This design comes from an exercise in tuning for small area on the open sky130 flow, not from production work. The RTL was checked by simulation tests, not by an equivalence proof against the original design.

==> flow/design.v, too long to show whole: its modules and the start of the top module <==
// module pdm_capture_pipeline: 1961 lines
// module fa_cell: 10 lines
module pdm_capture_pipeline #(
  parameter int CHANNELS   = 4,
  parameter int CIC_ORDER  = 3,
  parameter int CIC_DELAY  = 1,
  parameter int ACC_WIDTH  = 32,
  parameter int PCM_WIDTH  = 16,
  parameter int FIFO_DEPTH = 8,
  localparam int CH_W  = (CHANNELS > 1) ? $clog2(CHANNELS) : 1,
  localparam int CNT_W = $clog2(FIFO_DEPTH) + 1
) (
  input  logic                 clk_i,
  input  logic                 rst_n_i,
  input  logic                 clk_en_i,
  input  logic                 pdm_i,
  input  logic                 pdm_valid_i,
  input  logic [CH_W-1:0]      pdm_channel_i,
  input  logic [6:0]           decimation_i,
  input  logic [4:0]           norm_shift_i,
  input  logic [15:0]          gain_i,
  output logic [PCM_WIDTH-1:0] pcm_o,
  output logic [CH_W-1:0]      pcm_channel_o,
  output logic                 pcm_valid_o,
  input  logic                 pcm_ready_i,
  output logic [CNT_W-1:0]     fifo_count_o,
  output logic                 overflow_o,
  input  logic                 clear_overflow_i
);
  // ...
==> flow/run.sh <==
#!/bin/bash
# synth_recipe.tcl (not shown) runs the flow's synth.tcl, then flattens the netlist and writes it again
# the make line also repeats each setting of config.mk as NAME=value (left out here)
make -C /OpenROAD-flow-scripts/flow DESIGN_CONFIG=/design/flow/config.mk WORK_HOME=/design/flow/orfs CLKGATE_MAP_FILE= SYNTH_SCRIPT=/design/flow/synth_recipe.tcl finish
==> flow/config.mk <==
export PLATFORM = sky130hd
export DESIGN_NAME = pdm_capture_pipeline
export DESIGN_NICKNAME = pdm_capture_pipeline
export VERILOG_FILES = /design/flow/design.v
export SDC_FILE = /design/flow/constraint.sdc
export NUM_CORES = 4
export LEC_CHECK = 0
export ABC_AREA = 1
export CAP_MARGIN = 20
export CORE_MARGIN = 2
export CORE_UTILIZATION = 55
export CTS_BUF_LIST = sky130_fd_sc_hd__clkbuf_4 sky130_fd_sc_hd__clkbuf_8
export SLEW_MARGIN = 20
export SYNTH_HIERARCHICAL = 1
export SYNTH_MINIMUM_KEEP_SIZE = 0
==> flow/constraint.sdc <==
create_clock -name core_clock -period 11.0 [get_ports {clk_i}]
set_input_delay 2.2000 -clock core_clock [delete_from_list [all_inputs] [get_ports {clk_i}]]
set_output_delay 2.2000 -clock core_clock [all_outputs]
set_load 0.01 [all_outputs]
==> results.cfg, run 1 <==
[outcome]
status = complete, no violations

[routing]
dr_total_vias = 22700
wirelength_um = 81300
ant_nets = 0

[place]
port_buffers = 60
dpl_worst_slack_ns = 0.360
place_inst = 3758
placed_area_um2 = 33800

[floorplanning]
nWellTaps = 773
die_w_um = 247

[critical_path]
required_ns = 11.37
crit_type = flip-flop to flip-flop

[sta]
min_period_over_period_pct = 93.8
hold_viol = 0
clock_skew_ns = 0.0644
grt_setup_unrepaired = false
holdWs_ns = 0.325

[yosys]
synth_top_family_by_area = adder cells
synth.distinct_cells = 54
yosys-top-cells-count = nand2_1 (631), edfxtp_1 (428), inv_1 (244), fa_1 (241), xor2_1 (177)
synth-seq-cells = 523

[run]
maxCapViolCount = 0

[final_layout]
fin_nets = 3489
fin_cells = 3917
finalCoreUtilization_pct = 60.6
seqCellArea_um2 = 14900

[global_route]
grt-busiest-layer = met2
use_met2_pct = 45.8
antenna_found_initial = 2

[clocking]
cts_tree = done
==> run 2, diff against run 1 <==
--- a/flow/config.mk
+++ b/flow/config.mk
@@ -10,4 +10,3 @@
 export CORE_MARGIN = 2
-export CORE_UTILIZATION = 55
-export CTS_BUF_LIST = sky130_fd_sc_hd__clkbuf_4 sky130_fd_sc_hd__clkbuf_8
+export CORE_UTILIZATION = 40
 export SLEW_MARGIN = 20
==> results.cfg, run 2 <==
[outcome]
status = complete, no violations

[final_layout]
finalCoreUtilization_pct = 44.7
layout-drive-gt1-share_pct = 6.47
multiInputGateArea_um2 = 16000
final_common_cell = nand2_1
final_cell_mix = nand2_1 (631), edfxtp_1 (428), inv_1 (244), fa_1 (241), xor2_1 (177)
seqCellArea_um2 = 14900
fillers = 7555
fin_nets = 3461
area_growth_pct = 10.7
largest_register_ffs = 128
stdcell_area_um2 = 36000
diodes = 0

[clocking]
clockRootBuffer = clkbuf_16
cts_htree_levels = 2
clk_path_buf_depth = 3
clock_sinks = 523
cts_buffers = 56
post_cts_buffers = 0
cts_tree = done
hold_buffers = 0
worst_skew_pair.late_latency_ns = 0.62
cts_resized = 0
clk_pin_slew_ns = 0.06

[floorplanning]
io_pins = 61
die_area_um2 = 83600
chipHeight_um = 289
die_w_um = 289
std_cell_rows = 104
initial_core_util_pct = 40.4
core_um2 = 80500

[critical_path]
worst_path_largest_cell_delay_ns = 0.60
slowest_stage = fa_1
cpMostUsedCell = fa_1
endpoint_kind = flip-flop
crit_type = flip-flop to flip-flop
cp_max_fo = 8
required_ns = 11.33
start_kind = flip-flop
worstPathArrival_ns = 10.59

[place]
hpwl_um = 53800
gp_congestion = 0.864
placed_area_um2 = 34200
port_buffers = 60

[sta]
max_freq_mhz = 97.5
fin_crit_ns = 10.26
tns_ns = 0
hold_viol = 0
worst_slew_pin_slew_ns = 1.05
slew_viol_final = 0
slew_headroom_pct = 30.2
min_period_over_period_pct = 93.3
clock_skew_ns = 0.0250
setup_viol = 0
grt_setup_unrepaired = false

[routing]
dr.pass1.iters = 5
routed_via_density = 5.36
wirelength_um = 80200
dr_total_vias = 22300
wl_per_cell_um = 19.3
drc = 0
drt_iter0_drc = 1641
ant_nets = 0

[yosys]
synth_most_common_cell = nand2_1
yosys-top-cells-count = nand2_1 (631), edfxtp_1 (428), inv_1 (244), fa_1 (241), xor2_1 (177)
netlist.area_leader.share_pct = 39.5
synth_area_leader_cell = edfxtp_1
ys_seq_area_share_pct = 45.7
async_reset_ff_share_pct = 3.82
yosys_warnings = 11
synth_cells = 3041
synth_area_um2 = 32500
synth_area_leaders = edfxtp_1 (40%), fa_1 (15%), nand2_1 (7.3%)
synth_edf_count = 428
synth-seq-cells = 523
synth.net_count = 3457
synth_ff_type = edfxtp_1
synth.distinct_cells = 54
synth.avg_cell_area_um2 = 10.7

[run]
maxCapViolCount = 0

[min_path]
hp-class = flip-flop to flip-flop

[global_route]
grt_max_degree = 76
grt_pass1_wl_um = 128000
grt_pass1_vias = 22800
gr-total-overflow = 0
antenna_found_initial = 1
grt.total_usage_pct = 19.5
## run 2: cell types whose count changed in the layout (fill, tap and decap cells not counted), moves of 2 or more
cell / delta
buf_4: +3
clkbuf_1: +5
clkbuf_16: +58
clkbuf_2: +2
clkbuf_4: -38
clkbuf_8: -91
clkinv_2: +10
clkinv_4: +2
inv_12: -3
inv_6: +4
nor2_1: -6
nor2_2: +6
## run 2: cell families after synthesis
logic type	Yosys count	synth area share [%]
and+or+nand+nor	956	12.1
DFF	523	45.7
AOI/OAI and AO/OA	505	10.2
buffers and inverters	436	5.25
adders and majority gates	379	20.1
xor gates and xnor gates	219	5.90
muxes	23	0.750
## run 2: Yosys stat by module (local to each module, per instance)
module / flops+latches / copies in the design / cells inside
fa_cell: 0 / 239 / 1
pdm_capture_pipeline: 523 / 1 / 2802
## run 2: worst max-delay path: cells and delay by family, from the launching register on
kind / cells / cell delay (ns)
xor+xnor: 1 / 0.20
fa+ha+maj: 22 / 8.51
buf+inv: 5 / 0.37
mux: 1 / 0.17
flops: 1 / 0.46
simple gates: 4 / 0.29
## run 2: final timing paths
| path | from | endpoint | slack [ns] | depth (start not counted) |
|---|---|---|---|---|
| worst max-delay path | r_na[0]$_DFF_P_ | r_p1[0][21]$_DFFE_PP_ | 0.74 | 33 |
| worst min-delay path | r_s3_ch[1]$_DFF_P_ | r_s4_ch[1]$_DFF_P_ | 0.33 | 0 |
| worst max register to register | r_na[0]$_DFF_P_ | r_p1[0][21]$_DFFE_PP_ | 0.74 | 33 |
| worst min register to register | r_s3_ch[1]$_DFF_P_ | r_s4_ch[1]$_DFF_P_ | 0.33 | 0 |
| max in group asynchronous | rst_n_i | r_rd[0]$_DFFE_PN0P_ | 8.79 | 2 |
| min in group asynchronous | rst_n_i | r_in_sel[1]$_DFF_PN0_ | 1.93 | 2 |
## run 2: per-layer routing
metal	vias up	routed length, µm	global-route usage [%]
li1	10500	-	-
met4	0	1430	4.38
met2	633	39400	33.9
met1	11000	35400	26.2
met3	104	4020	2.22
met5	-	0	0
## run 2: final cells by class
type                       count  share of cell area (%)
sequential                   523                    41.3
timing repair buffer         110                    2.71
tap                         1060                    3.68
clock buffer                  69                    4.25
clock inverter                37                   0.771
multi-input combinational   2082                    44.4
inverter                     272                    2.84
## run 2: stage by stage
stage	hold WS (ns)	setup WS, ns	instances
after floorplan	0.310	1.21	3041
after global placement	0.312	0.481	4047
after detailed placement	0.312	0.432	4047
after CTS	0.326	0.754	4153
after global routing	0.328	0.298	4153
final	0.325	0.741	4153

[port drivers added, routing unchanged]
In the flow no input, the clock included, has a driving cell. The finished layouts below were timed again as built, in two steps. Step 1, drivers: a clkbuf_16 drives clk_i and a buf_2 each remaining input, both assumed. Step 2, shift: input delay + t, output delay - t, t = (earliest + latest rising clock arrival at the registers) / 2. This alone moves slack from input paths to output paths. a / b / c = no drivers / after step 1 / after step 2; a / b = the first two.
run	shift t [ns]	slack for setup (ns)	latest minus earliest clock arrival (ns)	slew at the worst register clock pin (ns)
run 1	0.720	0.678 / 0.678 / 0.278	0.069 / 0.068	0.07 / 0.07
run 2	0.666	0.741 / 0.741 / 0.327	0.025 / 0.026	0.08 / 0.08
After both steps setup and hold are still met in every run listed. For run 2, which loses most, drivers alone change the setup slack by 0.000 ns; drivers and shift together by -0.414 ns.
